This is an optimization exercise on Yosys and OpenROAD, whose aim is small area and a short achievable clock period, not a production implementation.

==> flow/design.v <==
module mem_responder #(
  parameter int WORD_SIZE = 16,
  parameter int ADDR_BITS = 8,
  parameter int LATENCY   = 2
) (
  input  logic                 clk,
  input  logic                 reset_n,
  input  logic                 readM,
  input  logic                 writeM,
  input  logic [WORD_SIZE-1:0] address,
  input  logic [WORD_SIZE-1:0] data_in,
  output logic [WORD_SIZE-1:0] data_out,
  output logic                 ready,
  output logic                 error
);
  localparam int RING  = 4;
  localparam int NRING = (1 << ADDR_BITS) / RING;    
  localparam int NTAP  = 2 * NRING;                  
  typedef enum logic [1:0] {
    S_IDLE = 2'd0,
    S_B1   = 2'd1,
    S_B2   = 2'd2,
    S_DONE = 2'd3
  } state_t;
  state_t               state;
  logic                 op_write;
  logic [7:0]           lat_addr;
  logic [WORD_SIZE-1:0] lat_data;
  logic                 lat_pol;      
  logic [6:0]           lat_tap;      
  logic                 rd_late;      
  logic [NTAP-1:0]      tap_sel;      
  logic                 ld_tap, ld_hold;
  logic                 pend_valid;
  logic [7:0]           pend_addr;
  logic [WORD_SIZE-1:0] pend_data;
  logic [7:0]           pw_hi, pw_hi_n;    
  logic [7:0]           pw_lo, pw_lo_n;    
  logic                 ins, ins_n;        
  logic [2:0]           phase;
  logic [2:0]           phase_p1;          
  logic [3:0]           rd_late_v, tap_h_v, pol_v;
  logic [WORD_SIZE-1:0] ring [NRING][RING];
  logic [WORD_SIZE-1:0] tap_q, tap_d, tap_hold;
  logic unused_addr_hi;
  assign unused_addr_hi = ^address[WORD_SIZE-1:ADDR_BITS];
  logic st_idle, accept, conflict, wr_done;
  assign st_idle  = (state == S_IDLE);
  assign accept   = st_idle && (readM ^ writeM);
  assign conflict = st_idle && readM && writeM;
  assign wr_done  = (state == S_B2) && op_write && reset_n;
  logic idle_q;
  always_ff @(posedge clk) begin
    idle_q <= !reset_n || ((st_idle || state == S_DONE) && !readM && !writeM);
  end
  always_ff @(posedge clk) begin
    phase    <= phase + 3'd1;
    phase_p1 <= phase + 3'd2;
    for (int a = 0; a < 4; a++) begin
      logic [2:0] p1;
      p1 = 3'(a) + phase + 3'd2;
      rd_late_v[a] <= p1[0];
      tap_h_v[a]   <= p1[1] ^ p1[0];
      pol_v[a]     <= p1[2] ^ (p1[1] & p1[0]);
    end
  end
  logic [WORD_SIZE-1:0] wbus;
  assign wbus = pend_data ^ {WORD_SIZE{phase[2]}};
  for (genvar k = 0; k < NRING; k++) begin : g_ring
    logic en, en_n;
    assign en   = ins && pw_hi[k / 8] && pw_lo[k % 8];
    assign en_n = ins_n || pw_hi_n[k / 8] || pw_lo_n[k % 8];
    always_ff @(posedge clk) begin
      ring[k][0] <= ~((ring[k][RING-1] | {WORD_SIZE{en}}) & (wbus | {WORD_SIZE{en_n}}));
      for (int j = 1; j < RING; j++) ring[k][j] <= ring[k][j-1];
    end
  end
  logic       pv_next, ins_next;
  logic [1:0] sn_next;
  assign pv_next  = wr_done || (pend_valid && !ins);
  assign sn_next  = wr_done ? ~lat_addr[1:0] : ~pend_addr[1:0];
  assign ins_next = pv_next && (phase_p1[1:0] == sn_next);
  logic [7:0] pa_next;
  assign pa_next = wr_done ? lat_addr : pend_addr;
  always_ff @(posedge clk) begin
    if (wr_done) begin
      pend_addr <= lat_addr;
      pend_data <= lat_data;
    end
    for (int i = 0; i < 8; i++) begin
      pw_hi[i]   <= (pa_next[7:5] == 3'(i));
      pw_lo[i]   <= (pa_next[4:2] == 3'(i));
      pw_hi_n[i] <= (pa_next[7:5] != 3'(i));
      pw_lo_n[i] <= (pa_next[4:2] != 3'(i));
    end
    pend_valid <= pv_next;
    ins        <= ins_next;
    ins_n      <= !ins_next;
  end
  logic [WORD_SIZE-1:0] t1 [NRING];         
  logic [WORD_SIZE-1:0] t2 [NRING / 4];     
  logic [WORD_SIZE-1:0] t3 [NRING / 8];     
  logic [WORD_SIZE-1:0] t4 [NRING / 16];    
  logic [WORD_SIZE-1:0] t5 [NRING / 32];    
  for (genvar k = 0; k < NRING; k++) begin : g_t1
    assign t1[k] = ~((ring[k][0] & {WORD_SIZE{tap_sel[2 * k]}}) |
                     (ring[k][2] & {WORD_SIZE{tap_sel[2 * k + 1]}}));
  end
  for (genvar g = 0; g < NRING / 4; g++) begin : g_t2
    for (genvar b = 0; b < WORD_SIZE; b++) begin : g_b
      mem_responder_nand4 u_g (.a(t1[4*g][b]), .b(t1[4*g+1][b]), .c(t1[4*g+2][b]),
                               .d(t1[4*g+3][b]), .y(t2[g][b]));
    end
  end
  for (genvar g = 0; g < NRING / 8; g++) begin : g_t3
    for (genvar b = 0; b < WORD_SIZE; b++) begin : g_b
      mem_responder_nor2 u_g (.a(t2[2*g][b]), .b(t2[2*g+1][b]), .y(t3[g][b]));
    end
  end
  for (genvar g = 0; g < NRING / 16; g++) begin : g_t4
    for (genvar b = 0; b < WORD_SIZE; b++) begin : g_b
      mem_responder_nand2 u_g (.a(t3[2*g][b]), .b(t3[2*g+1][b]), .y(t4[g][b]));
    end
  end
  for (genvar g = 0; g < NRING / 32; g++) begin : g_t5
    for (genvar b = 0; b < WORD_SIZE; b++) begin : g_b
      mem_responder_nor2 u_g (.a(t4[2*g][b]), .b(t4[2*g+1][b]), .y(t5[g][b]));
    end
  end
  for (genvar b = 0; b < WORD_SIZE; b++) begin : g_t6
    mem_responder_nand2 u_g (.a(t5[0][b]), .b(t5[1][b]), .y(tap_q[b]));
  end
  assign tap_d = tap_q ^ {WORD_SIZE{lat_pol}};
  logic fwd;
  assign fwd = pend_valid && (pend_addr == lat_addr);
  always_ff @(posedge clk) begin
    tap_hold <= fwd ? pend_data : tap_d;
  end
  logic [6:0] tap_idx, tap_next;
  assign tap_idx  = {address[7:2], tap_h_v[address[1:0]]};
  assign tap_next = idle_q ? tap_idx : lat_tap;
  always_ff @(posedge clk) begin
    if (idle_q) begin
      op_write <= writeM;
      lat_addr <= address[7:0];
      lat_data <= data_in;
      rd_late  <= rd_late_v[address[1:0]];
      lat_pol  <= pol_v[address[1:0]];
      lat_tap  <= tap_idx;
    end
    for (int i = 0; i < NTAP; i++) tap_sel[i] <= (tap_next == 7'(i));
  end
  always_ff @(posedge clk) begin
    ld_tap  <= reset_n && (state == S_B1) && !op_write && rd_late;
    ld_hold <= reset_n && (state == S_B1) && !op_write && !rd_late;
  end
  always_ff @(posedge clk) begin
    if (!reset_n) begin
      state    <= S_IDLE;
      data_out <= '0;
      ready    <= 1'b0;
      error    <= 1'b0;
    end else begin
      ready <= (state == S_B2);
      error <= conflict;
      if (ld_tap) data_out <= tap_d;
      else if (ld_hold) data_out <= tap_hold;
      case (state)
        S_IDLE: if (accept) state <= S_B1;
                else if (conflict) state <= S_DONE;
        S_B1:   state <= S_B2;
        S_B2:   state <= S_DONE;
        default: if (!readM && !writeM) state <= S_IDLE;
      endcase
    end
  end
endmodule
module mem_responder_nand4 (
  input  logic a, b, c, d,
  output logic y
);
  assign y = ~(a & b & c & d);
endmodule
module mem_responder_nand2 (
  input  logic a, b,
  output logic y
);
  assign y = ~(a & b);
endmodule
module mem_responder_nor2 (
  input  logic a, b,
  output logic y
);
  assign y = ~(a | b);
endmodule
Settings: LEC_CHECK=0, CAP_MARGIN=20, CORE_MARGIN=2, CORE_UTILIZATION=65, CTS_BUF_LIST=sky130_fd_sc_hd__clkbuf_16, CTS_CLUSTER_DIAMETER=60, CTS_CLUSTER_SIZE=25, PLACE_DENSITY=0.75, SETUP_SLACK_MARGIN=2.6, SLEW_MARGIN=20, SYNTH_HIERARCHICAL=1, SYNTH_MINIMUM_KEEP_SIZE=0; clock period 5.0 ns.
run.sh (not shown) runs the stock make flow with config.mk's settings and CLKGATE_MAP_FILE= SYNTH_SCRIPT=/design/flow/synth_recipe.tcl, a recipe that flattens the netlist after the stock synthesis.
Then changed:
--- a/flow/design.v
+++ b/flow/design.v
@@ -46,16 +46,12 @@
   assign unused_addr_hi = ^address[WORD_SIZE-1:ADDR_BITS];
   logic st_idle, accept, conflict, wr_done;
   assign st_idle  = (state == S_IDLE);
   assign accept   = st_idle && (readM ^ writeM);
   assign conflict = st_idle && readM && writeM;
   assign wr_done  = (state == S_B2) && op_write && reset_n;
-  logic idle_q;
-  always_ff @(posedge clk) begin
-    idle_q <= !reset_n || ((st_idle || state == S_DONE) && !readM && !writeM);
-  end
   always_ff @(posedge clk) begin
     phase    <= phase + 3'd1;
     phase_p1 <= phase + 3'd2;
     for (int a = 0; a < 4; a++) begin
       logic [2:0] p1;
       p1 = 3'(a) + phase + 3'd2;
@@ -135,15 +131,15 @@
   assign fwd = pend_valid && (pend_addr == lat_addr);
   always_ff @(posedge clk) begin
     tap_hold <= fwd ? pend_data : tap_d;
   end
   logic [6:0] tap_idx, tap_next;
   assign tap_idx  = {address[7:2], tap_h_v[address[1:0]]};
-  assign tap_next = idle_q ? tap_idx : lat_tap;
+  assign tap_next = st_idle ? tap_idx : lat_tap;
   always_ff @(posedge clk) begin
-    if (idle_q) begin
+    if (st_idle) begin
       op_write <= writeM;
       lat_addr <= address[7:0];
       lat_data <= data_in;
       rd_late  <= rd_late_v[address[1:0]];
       lat_pol  <= pol_v[address[1:0]];
       lat_tap  <= tap_idx;
The new run finished with timing, DRC and antenna clean.
Cell count is about the same.
Core utilization went up by 0.11 points.
Worst setup slack got worse by 0.099 ns.
Synthesized cell count stays flat.
Clock-buffer cell count went up by 2.
First-iteration DRC count went up by 7.9%.
Maximum frequency went down by 3.6%.
Routed wire length went up by 0.96%.
Design area hardly moves.
Die area barely changes.
Synthesized area is about the same.
Function was not checked in any run of this note: the RTL went through the layout flow alone.

[re-timing with driven ports]
Ports are ideal in the flow. The routed layouts listed here were re-timed in OpenROAD.
Step 1: set_driving_cell puts a clkbuf_16 on clk and a buf_2 on each other input, an assumption about the parent block.
Step 2, shift: input delay + t, output delay - t, t = (earliest + latest rising clock arrival at the registers) / 2. This alone moves slack from input paths to output paths.
a / b / c = ideal ports / drivers / drivers and shift; a / b = the first two.
| run | t, ns | setup WS [ns] | latest minus earliest clock arrival (ns) | cell pins on the clock port's net |
|---|---|---|---|---|
| the first run | 0.953 | 2.391 / 2.391 / 1.527 | 0.036 / 0.036 | 1 |
| the second run | 0.944 | 2.292 / 2.292 / 1.547 | 0.062 / 0.061 | 1 |
After both steps every run listed still meets setup and hold. For the first run, which loses most, drivers alone change the setup slack by 0.000 ns; drivers and shift together by -0.864 ns.
